What follows belongs to an exercise in optimizing a design on an open flow for small area and a short achievable clock period; a production flow would make more cautious choices.
Function was checked by simulation only, so behaviour that the tests miss may differ from the original.
Power is estimated from default activity; no workload was simulated.

alpha:
Design cpu_top, start of the top module:
module cpu_top (
    input  logic      clk,
    input  logic      rst_n,
    output logic      inst_sram_en,
    output cpu_pkg::word_t     inst_sram_addr,
    input cpu_pkg::word_t     inst_sram_rdata,
    output cpu_pkg::word_t     debug_wb_pc,
    output logic [3:0] debug_wb_rf_we,
    output cpu_pkg::reg_addr_t debug_wb_rf_wnum,
    output cpu_pkg::word_t     debug_wb_rf_wdata);
==> module decode_stage, before the edit <==
module decode_stage (
    input  logic        clk,
    input  logic        rst_n,
    input  logic        rd_valid,
    input  cpu_pkg::word_t     inst,
    output cpu_pkg::reg_addr_t raddr1,
    output cpu_pkg::reg_addr_t raddr2,
    input  cpu_pkg::word_t     rdata1,
    input  cpu_pkg::word_t     rdata2,
    output cpu_pkg::word_t     a_other,
    output cpu_pkg::word_t     b_other,
    output logic        d_fwd1_j,
    output logic        d_fwd1_k,
    output logic        d_sub,
    input  cpu_pkg::word_t     a_next,
    input  cpu_pkg::word_t     b_next,
    input  logic        wb_wr,
    input  cpu_pkg::reg_addr_t wb_rd,
    input  cpu_pkg::word_t     wb_res,
    output logic        ex_wr,
    output cpu_pkg::reg_addr_t ex_rd,
    output cpu_pkg::word_t     ex_a,
    output cpu_pkg::word_t     ex_bx,
    output logic        ex_cin,
    output logic        ex_h00,
    output logic        ex_h01,
    output logic        ex_h11,
    output logic        ex_l01,
    output logic        ex_l11,
    output logic        ex_slt,
    output logic        ex_sltu);
    cpu_pkg::reg_addr_t rd;
    cpu_pkg::reg_addr_t rj;
    cpu_pkg::reg_addr_t rk;
    logic [16:0] op3r;
    logic is_add, is_sub, is_slt, is_sltu, is_and, is_or, is_xor;
    logic is_addi, is_lu12i, is_3r, writes;
    logic fwd_wb_j, fwd_wb_k;
    cpu_pkg::word_t rv_j, rv_k;
    logic        d_wr;
    cpu_pkg::reg_addr_t d_rd;
    cpu_pkg::word_t     d_rvj;
    cpu_pkg::word_t     d_rvk;
    logic        d_fwd2_j, d_fwd2_k;
    logic        d_sel_sum, d_sel_and, d_sel_or, d_sel_xor, d_sel_slt, d_sel_sltu;
    assign rd   = inst[4:0];
    assign rj   = inst[9:5];
    assign rk   = inst[14:10];
    assign op3r = inst[31:15];
    assign is_add   = (op3r == 17'h00020);
    assign is_sub   = (op3r == 17'h00022);
    assign is_slt   = (op3r == 17'h00024);
    assign is_sltu  = (op3r == 17'h00025);
    assign is_and   = (op3r == 17'h00029);
    assign is_or    = (op3r == 17'h0002a);
    assign is_xor   = (op3r == 17'h0002b);
    assign is_addi  = (inst[31:22] == 10'h00a);
    assign is_lu12i = (inst[31:25] == 7'h0a);
    assign is_3r    = is_add | is_sub | is_slt | is_sltu | is_and | is_or | is_xor;
    assign writes   = (is_3r | is_addi | is_lu12i) && (rd != '0);
    assign raddr1 = rj;
    assign raddr2 = rk;
    assign fwd_wb_j = wb_wr && (wb_rd == rj);
    assign fwd_wb_k = wb_wr && (wb_rd == rk);
    assign rv_j = is_lu12i ? '0 : (fwd_wb_j ? wb_res : rdata1);
    assign rv_k = is_addi  ? {{(32-12){inst[21]}}, inst[21:10]} :
                  is_lu12i ? {inst[24:5], 12'b0} :
                  (fwd_wb_k ? wb_res : rdata2);
    always_ff @(posedge clk or negedge rst_n) begin
        if (!rst_n) begin
            d_wr <= 1'b0;
        end else begin
            d_wr <= rd_valid && writes;
        end
    end
    always_ff @(posedge clk) begin
        d_rd       <= rd;
        d_rvj      <= rv_j;
        d_rvk      <= rv_k;
        d_fwd1_j   <= d_wr && (d_rd == rj) && !is_lu12i;
        d_fwd1_k   <= d_wr && (d_rd == rk) && is_3r;
        d_fwd2_j   <= ex_wr && (ex_rd == rj) && !is_lu12i;
        d_fwd2_k   <= ex_wr && (ex_rd == rk) && is_3r;
        d_sub      <= is_sub | is_slt | is_sltu;
        d_sel_sum  <= is_add | is_sub | is_addi | is_lu12i;
        d_sel_and  <= is_and;
        d_sel_or   <= is_or;
        d_sel_xor  <= is_xor;
        d_sel_slt  <= is_slt;
        d_sel_sltu <= is_sltu;
    end
    assign a_other = d_fwd2_j ? wb_res : d_rvj;
    assign b_other = d_fwd2_k ? wb_res : d_rvk;
    always_ff @(posedge clk or negedge rst_n) begin
        if (!rst_n) begin
            ex_wr <= 1'b0;
        end else begin
            ex_wr <= d_wr;
        end
    end
    always_ff @(posedge clk) begin
        ex_rd       <= d_rd;
        ex_a        <= a_next;
        ex_bx       <= b_next;
        ex_cin      <= d_sub;
        ex_h00      <= d_sel_sum;
        ex_h01      <= d_sel_or | d_sel_xor;
        ex_h11      <= d_sel_sum | d_sel_and | d_sel_or;
        ex_l01      <= d_sel_sum | d_sel_or | d_sel_xor;
        ex_l11      <= d_sel_and | d_sel_or;
        ex_slt      <= d_sel_slt;
        ex_sltu     <= d_sel_sltu;
    end
endmodule
==> module alu, before the edit <==
module alu (
    input  cpu_pkg::word_t a,
    input  cpu_pkg::word_t bx,
    input  logic  cin,
    input  logic  h00,
    input  logic  h01,
    input  logic  h11,
    input  logic  l01,
    input  logic  l11,
    input  logic  slt,
    input  logic  sltu,
    input  cpu_pkg::word_t a_other,
    input  cpu_pkg::word_t b_other,
    input  logic  fwd_j,
    input  logic  fwd_k,
    input  logic  next_sub,
    output cpu_pkg::word_t res,
    output cpu_pkg::word_t a_next,
    output cpu_pkg::word_t b_next);
    localparam int W = 32;
    localparam int L = $clog2(W);
    cpu_pkg::word_t g;
    cpu_pkg::word_t t;
    cpu_pkg::word_t hi;
    cpu_pkg::word_t lo;
    cpu_pkg::word_t vh;
    cpu_pkg::word_t vl;
    cpu_pkg::word_t c;
    logic [W-1:0] pg [L+1];
    logic [W-1:0] pt [L+1];
    logic m0;
    assign g = a & bx;
    assign t = a | bx;
    for (genvar i = 0; i < W; i++) begin : g_val
        assign hi[i] = t[i] ? (g[i] ? h11 : h01) : h00;
        assign lo[i] = t[i] ? (g[i] ? l11 : l01) : 1'b0;
    end
    assign pg[0] = {g[W-1:1], g[0] | (t[0] & cin)};
    assign pt[0] = t;
    for (genvar l = 0; l < L; l++) begin : g_lvl
        for (genvar i = 0; i < W; i++) begin : g_bit
            if (i >= (1 << l)) begin : g_op
                assign pg[l+1][i] = pg[l][i] | (pt[l][i] & pg[l][i - (1 << l)]);
                assign pt[l+1][i] = pt[l][i] & pt[l][i - (1 << l)];
            end else begin : g_pass
                assign pg[l+1][i] = pg[l][i];
                assign pt[l+1][i] = pt[l][i];
            end
        end
    end
    assign m0    = cin ? hi[0] : lo[0];
    assign vh    = {hi[W-1:1], m0 | (slt & g[W-1])};
    assign vl    = {lo[W-1:1], m0 | sltu | (slt & t[W-1])};
    assign c     = {pg[L][W-2:0], pg[L][W-1]};
    for (genvar i = 0; i < W; i++) begin : g_out
        assign res[i]    = c[i] ? vh[i] : vl[i];
        assign a_next[i] = c[i] ? (fwd_j ? vh[i] : a_other[i])
                                : (fwd_j ? vl[i] : a_other[i]);
        assign b_next[i] = c[i] ? ((fwd_k ? vh[i] : b_other[i]) ^ next_sub)
                                : ((fwd_k ? vl[i] : b_other[i]) ^ next_sub);
    end
endmodule
Settings: LEC_CHECK=0, CAP_MARGIN=20, CORE_MARGIN=2, CORE_UTILIZATION=45, CTS_CLUSTER_DIAMETER=100, CTS_CLUSTER_SIZE=24, SETUP_SLACK_MARGIN=2.4, SLEW_MARGIN=20; clock period 5.0 ns.
run.sh (not shown) runs the stock make flow with config.mk's settings and CLKGATE_MAP_FILE= SYNTH_SCRIPT=/design/flow/synth_recipe.tcl, a recipe that flattens the netlist after the stock synthesis.
alpha: PASS, flow complete, no timing, DRC or antenna violations
The following lists how beta was set up differently from alpha:
--- a/flow/design.v
+++ b/flow/design.v
@@ -164,9 +164,9 @@
         d_rvk      <= rv_k;
         d_fwd1_j   <= d_wr && (d_rd == rj) && !is_lu12i;
-        d_fwd1_k   <= d_wr && (d_rd == rk) && is_3r;
+        d_fwd1_k   <= d_wr && (d_rd == rk) && !is_addi && !is_lu12i;
         d_fwd2_j   <= ex_wr && (ex_rd == rj) && !is_lu12i;
-        d_fwd2_k   <= ex_wr && (ex_rd == rk) && is_3r;
+        d_fwd2_k   <= ex_wr && (ex_rd == rk) && !is_addi && !is_lu12i;
         d_sub      <= is_sub | is_slt | is_sltu;
-        d_sel_sum  <= is_add | is_sub | is_addi | is_lu12i;
+        d_sel_sum  <= !(is_and | is_or | is_xor | is_slt | is_sltu);
         d_sel_and  <= is_and;
         d_sel_or   <= is_or;
@@ -240,7 +240,7 @@
     for (genvar l = 0; l < L; l++) begin : g_lvl
         for (genvar i = 0; i < W; i++) begin : g_bit
-            if (i >= (1 << l)) begin : g_op
-                assign pg[l+1][i] = pg[l][i] | (pt[l][i] & pg[l][i - (1 << l)]);
-                assign pt[l+1][i] = pt[l][i] & pt[l][i - (1 << l)];
+            if ((i >> l) % 2 == 1) begin : g_op
+                assign pg[l+1][i] = pg[l][i] | (pt[l][i] & pg[l][((i >> l) << l) - 1]);
+                assign pt[l+1][i] = pt[l][i] & pt[l][((i >> l) << l) - 1];
             end else begin : g_pass
                 assign pg[l+1][i] = pg[l][i];
Notes after the runs:
Compared with alpha, beta supports a higher clock frequency. Of the two candidates, alpha has the better clock power and beta the worse one. The number of buffers inserted by post-CTS setup repair in beta was higher than what alpha gave. When the final numbers for alpha and beta were put side by side, the CTS buffer count turned out to be smaller in alpha. Non-clock buffer instance count of the final layout: alpha vs beta, no meaningful difference. beta against alpha: layout multi-input combinational cell count held, post-layout worst setup margin went up by 0.016 ns, overall fraction of global-route tracks in use held steady, combinational power increased about 12%. beta vs alpha — leakage power summed over all cells climbed slightly. Wire: beta routes less than alpha.

==> re-timing with driven ports <==
Ports are ideal in the flow. The routed layouts listed here were re-timed in OpenROAD. Step 1, drivers: a clkbuf_16 drives clk and a buf_2 each remaining input, both assumed. Step 2 also shifts input and output timing later by t, the mid clock arrival at the registers, as if the neighbouring blocks saw the same clock. Three values: no drivers, after step 1, after step 2; two values: the first two.
run	shift t [ns]	setup WS [ns]	hold WS [ns]	worst slew at a driven data input, ns	cell pins on the clock port's net
alpha	0.819	2.193 / 2.240 / 1.421	0.343 / 0.343 / 0.343	0.04	1
beta	0.832	2.209 / 2.259 / 1.428	0.283 / 0.227 / 0.336	0.04	1
After both steps every run listed still meets setup and hold. The setup slack of beta, which loses most, moves by +0.050 ns with the drivers and by -0.781 ns with both steps.
